What follows belongs to an exercise in optimizing a design on an open flow for small area and a short achievable clock period; a production flow would make more cautious choices. Function was checked by simulation only, so behaviour that the tests miss may differ from the original. Power figures rest on the tool's default switching activity, not on a simulated workload.

== v6 ==
==> flow/design.v <==
`default_nettype none
package fcb_pkg;
    typedef struct packed {
        logic [2:0]  address;
        logic [31:0] data;
        logic [3:0]  select;
        logic        stb;
        logic        we;
        logic        cyc;
    } wb_req_t;
    typedef struct packed {
        logic [29:0] reserved;
        logic        readback_en;
        logic        program_en;    
    } fcb_ctrl_t;
    typedef union packed {
        logic [31:0] raw;
        fcb_ctrl_t   fields;
    } fcb_ctrl_u;
    typedef struct packed {
        logic [26:0] reserved;
        logic        overrun;
        logic        checksum_mismatch;
        logic        checksum_match;
        logic        bitstream_done;
        logic        word_done;     
    } fcb_status_t;
    typedef struct packed {
        logic cfg_bit;
        logic shift;
    } chain_t;
endpackage
`default_nettype wire
`timescale 1ns/1ps
`default_nettype none
module fcb_rdmux (
    input  wire [2:0]   bus_address,
    input  wire         bus_stb,
    input  wire         bus_we,
    input  wire [7:0]  ctrl,
    input  wire [7:0]  data_word,
    input  wire [7:0]  length,
    input  wire [7:0]  expected,
    input  wire [7:0]  status,
    input  wire [7:0]  rdbk_word,
    output logic [7:0] rd_data
);
    wire       rd_en = bus_stb & ~bus_we;
    wire [7:0] rsel  = rd_en ? (8'd1 << bus_address) : 8'd0;
    assign rd_data = ({8{rsel[0]}} & ctrl) | ({8{rsel[1]}} & data_word) |
                     ({8{rsel[2]}} & length) | ({8{rsel[3]}} & expected) |
                     ({8{rsel[4]}} & status) | ({8{rsel[5]}} & rdbk_word);
endmodule
`default_nettype wire
`timescale 1ns/1ps
`default_nettype none
module fcb_top (
    input  wire                                       clk,
    input  wire                                       reset,
    input  wire [2:0]                                 bus_address,
    input  wire [31:0]                                bus_data,
    input  wire [3:0]                                 bus_select,
    input  wire                                       bus_stb,
    input  wire                                       bus_we,
    input  wire                                       bus_cyc,
    output logic [31:0]                               rd_data,
    output logic [8*32-1:0]  config_bits,
    output logic                                      global_reset
);
    localparam int NB = 8*32;
    localparam logic [1:0] S_IDLE = 2'd0, S_SHIFT = 2'd1, S_DONE = 2'd2;
    logic [31:0] ctrl, data_word, length, expected, rdbk_word;
    logic        prog_q, rb_q, data_wr;
    logic        st_word_done, st_done, st_match, st_mismatch, st_overrun;
    logic        word_done_p, done_p, overrun_p, match_p, mismatch_p;
    wire wr_en     = bus_stb & bus_we & bus_cyc;
    wire prog_rise = ctrl[0] & ~prog_q;
    wire rb_rise   = ctrl[1] & ~rb_q;
    function automatic logic [31:0] merge_bytes(input logic [31:0] old_val,
                                                input logic [31:0] new_val,
                                                input logic [3:0]  sel);
        logic [31:0] res;
        for (int i = 0; i < 4; i++)
            res[8*i +: 8] = sel[i] ? new_val[8*i +: 8] : old_val[8*i +: 8];
        merge_bytes = res;
    endfunction
    always_ff @(posedge clk or negedge reset) begin
        if (!reset) begin
            ctrl      <= '0;
            data_word <= '0;
            length    <= '0;
            expected  <= '0;
            data_wr   <= 1'b0;
            prog_q    <= 1'b0;
            rb_q      <= 1'b0;
            st_word_done <= 1'b0;
            st_done      <= 1'b0;
            st_match     <= 1'b0;
            st_mismatch  <= 1'b0;
            st_overrun   <= 1'b0;
        end else begin
            prog_q  <= ctrl[0];
            rb_q    <= ctrl[1];
            data_wr <= wr_en && (bus_address == 3'd1);
            if (wr_en && (bus_address == 3'd0)) ctrl      <= merge_bytes(ctrl, bus_data, bus_select);
            if (wr_en && (bus_address == 3'd1)) data_word <= merge_bytes(data_word, bus_data, bus_select);
            if (wr_en && (bus_address == 3'd2))  length    <= merge_bytes(length, bus_data, bus_select);
            if (wr_en && (bus_address == 3'd3))  expected  <= merge_bytes(expected, bus_data, bus_select);
            st_word_done <= word_done_p | (st_word_done & ~(prog_rise | data_wr));
            st_done      <= done_p      | (st_done      & ~prog_rise);
            st_match     <= match_p     | (st_match     & ~(prog_rise | rb_rise));
            st_mismatch  <= mismatch_p  | (st_mismatch  & ~(prog_rise | rb_rise));
            st_overrun   <= overrun_p   | (st_overrun   & ~prog_rise);
        end
    end
    wire [31:0] status_w = {27'd0, st_overrun, st_mismatch, st_match, st_done, st_word_done};
    for (genvar g = 0; g < 4; g++) begin : g_rd
        fcb_rdmux i_rdmux (
            .bus_address (bus_address),
            .bus_stb     (bus_stb),
            .bus_we      (bus_we),
            .ctrl        (ctrl[8*g +: 8]),
            .data_word   (data_word[8*g +: 8]),
            .length      (length[8*g +: 8]),
            .expected    (expected[8*g +: 8]),
            .status      (status_w[8*g +: 8]),
            .rdbk_word   (rdbk_word[8*g +: 8]),
            .rd_data     (rd_data[8*g +: 8])
        );
    end
    assign global_reset = st_done;
    logic [1:0]  state;
    logic [31:0] tc1;
    logic [31:1] shift_word;
    logic        load;
    logic        running;
    logic        head_bit, head_shift;
    logic [NB-1:0] chain;
    wire st_idle   = (state == S_IDLE);
    wire st_shift  = (state == S_SHIFT);
    wire st_dn     = (state == S_DONE);
    wire start     = data_wr & ctrl[0] & st_idle;
    wire shift_now = start | st_shift;
    wire last_bit  = (tc1 == length);
    wire word_end  = (tc1[4:0] == 5'd0);
    assign load = done_p;
    always_ff @(posedge clk or negedge reset) begin
        if (!reset) begin
            state       <= S_IDLE;
            word_done_p <= 1'b0;
            done_p      <= 1'b0;
            overrun_p   <= 1'b0;
        end else begin
            word_done_p <= shift_now & (word_end | last_bit);
            done_p      <= shift_now & last_bit;
            overrun_p   <= data_wr & st_shift;
            case (state)
                S_IDLE:  if (!prog_rise && start) state <= last_bit ? S_DONE : S_SHIFT;
                S_SHIFT: if (last_bit) state <= S_DONE;
                         else if (word_end) state <= S_IDLE;
                S_DONE:  if (prog_rise) state <= S_IDLE;
                default: state <= S_IDLE;
            endcase
        end
    end
    always_ff @(posedge clk) begin
        if (prog_rise && !st_shift)
            tc1 <= 32'd1;
        else if (shift_now)
            tc1 <= tc1 + 32'd1;
        shift_word <= st_idle ? data_word[30:0] : {shift_word[30:1], 1'b0};
    end
    assign head_bit   = st_dn ? chain[NB-1] : (st_idle ? data_word[31] : shift_word[31]);
    assign head_shift = st_dn ? running : shift_now;
    always_ff @(posedge clk or negedge reset) begin
        if (!reset)
            chain <= '0;
        else if (head_shift)
            chain <= {chain[NB-2:0], head_bit};
    end
    always_ff @(posedge clk or negedge reset) begin
        if (!reset)
            config_bits <= '0;
        else if (load)
            config_bits <= chain;
    end
    logic [31:0] cnt1;
    logic        byte_vld, pf, fresh;
    logic [2:0]  fin;
    logic [7:0]  bacc;
    logic [15:0] sum_a, sum_bp;
    logic [7:0]  bval;
    wire tail     = chain[NB-1];
    wire rb_start = ctrl[1] & ~rb_q & st_done & ~running & (length != 32'd0);
    wire last     = (cnt1 == length);
    wire [2:0] bit_idx = cnt1[2:0] - 3'd1;
    always_comb begin
        for (int j = 0; j < 8; j++) begin
            if (bit_idx == 3'(7 - j))
                bval[j] = tail;
            else if (bit_idx > 3'(7 - j))
                bval[j] = bacc[j];
            else
                bval[j] = 1'b0;
        end
    end
    logic [16:0] a_s, a_t, b_s, b_u, cs_s, cs_c;
    logic [15:0] a_mod, b_mod, b_true;
    always_comb begin
        a_s   = {1'b0, sum_a} + {9'd0, bacc};
        a_t   = a_s - 17'(65521);
        a_mod = a_t[16] ? a_s[15:0] : a_t[15:0];
        b_s   = {1'b0, sum_bp} + {1'b0, sum_a};
        cs_s  = {1'b0, sum_bp ^ sum_a ^ 16'd15};
        cs_c  = {(sum_bp & sum_a) | ((sum_bp | sum_a) & 16'd15), 1'b0};
        b_u   = cs_s + cs_c;
        b_mod = b_u[16] ? b_u[15:0] : b_s[15:0];
        b_true = pf ? b_mod : sum_bp;
    end
    always_ff @(posedge clk or negedge reset) begin
        if (!reset) begin
            running    <= 1'b0;
            byte_vld   <= 1'b0;
            fin        <= '0;
            match_p    <= 1'b0;
            mismatch_p <= 1'b0;
            rdbk_word  <= '0;
            pf         <= 1'b0;
            fresh      <= 1'b1;
        end else begin
            if (running)
                rdbk_word <= {rdbk_word[30:0], tail};
            byte_vld <= running & ((bit_idx == 3'd7) | last);
            fin      <= {fin[1:0], running & last};
            if (rb_start)
                running <= 1'b1;
            else if (running & last)
                running <= 1'b0;
            pf <= byte_vld;
            if (byte_vld)
                fresh <= 1'b0;
            else if (rb_start)
                fresh <= 1'b1;
            match_p    <= fin[2] & ({sum_bp, sum_a} == expected);
            mismatch_p <= fin[2] & ({sum_bp, sum_a} != expected);
        end
    end
    always_ff @(posedge clk) begin
        if (rb_start)
            cnt1 <= 32'd1;
        else if (running)
            cnt1 <= cnt1 + 32'd1;
        if (running)
            bacc <= bval;
        if (byte_vld)
            sum_a <= fresh ? {8'd0, bacc} + 16'd1 : a_mod;
        if (byte_vld && fresh)
            sum_bp <= '0;
        else if (pf)
            sum_bp <= b_mod;
    end
endmodule
`default_nettype wire
export LEC_CHECK = 0
export CAP_MARGIN = 20
export CORE_MARGIN = 2
export CORE_UTILIZATION = 70
export PLACE_DENSITY = 0.85
export SETUP_SLACK_MARGIN = 4.05
export SLEW_MARGIN = 20
export SYNTH_HIERARCHICAL = 1
export SYNTH_MINIMUM_KEEP_SIZE = 0
create_clock -name core_clock -period 8.0 [get_ports {clk}]
standard.sh (not shown) runs the stock make flow with config.mk's settings and CLKGATE_MAP_FILE= SYNTH_SCRIPT=/design/flow/synth_recipe.tcl, a recipe that flattens the netlist after the stock synthesis.
==> flow/flow/run.sh <==
#!/bin/bash
# The standard layout (standard.sh), with two changes:
#  - port buffers are buf_1 cells (buffer_ports -buffer_cell)
#  - clock tree synthesis inserts no dummy loads
# Each tool's output is kept in this folder: standard.log (make) and the
# ORFS logs under orfs/logs/.
export BUFFER_PORTS_ARGS="-buffer_cell sky130_fd_sc_hd__buf_1"
export CTS_ARGS="-sink_clustering_enable -repair_clock_nets -sink_clustering_size 24 -sink_clustering_max_diameter 60 -buf_list sky130_fd_sc_hd__clkbuf_16 -dont_use_dummy_load"
bash standard.sh > standard.log 2>&1
In summary, v6 completed successfully, with a layout that passed the timing, design-rule and antenna checks.
--- input diff v6..v7 ---
- SETUP_SLACK_MARGIN changed from 4.05 to 3.8
### Flow results
Reported for v6 and v7, fraction of the mapped netlist area in adder cells turned out identical to the last digit. Summary of v7 over v6: switching power total now sits at about the same level, part of the power in combinational logic now sits at about the same level, layout-stage area growth over the synthesis result now sits lower. Compared to v6, v7 has total leakage power 0.000061 µW lower. ~same sequential share of layout area in v6 and v7. v6 → v7: fraction of layout cells with a size suffix above 1 went down by 0.49 points, slack of the critical path moved up, share of the cycle needed by the critical path after routing shrank by 0.77 points. Wire length delta (v7 -> v6): insignificant. The worst hold slack after final layout on v6 is in line with that on v7.

-- port drivers added, routing unchanged --
How much do the figures lean on ideal ports? The routed layouts below were timed once more, with nothing changed but the port constraints. Step 1: set_driving_cell puts a clkbuf_16 on clk and a buf_2 on each other input, an assumption about the parent block. Step 2 also shifts input and output timing later by t, the mid clock arrival at the registers, as if the neighbouring blocks saw the same clock. Slacks: ideal / step 1 / step 2; pairs: ideal / step 1.
run	t (ns)	slack for setup (ns)	worst setup path after step 2	latest minus earliest clock arrival (ns)	slew at the worst register clock pin (ns)
v6	0.653	3.707 / 3.633 / 3.633	input to output	0.086 / 0.086	0.09 / 0.09
v7	0.652	3.768 / 3.682 / 3.682	input to output	0.086 / 0.086	0.09 / 0.09
After both steps every run listed still meets setup and hold. For v7, which loses most, drivers alone change the setup slack by -0.086 ns; drivers and shift together by -0.086 ns.
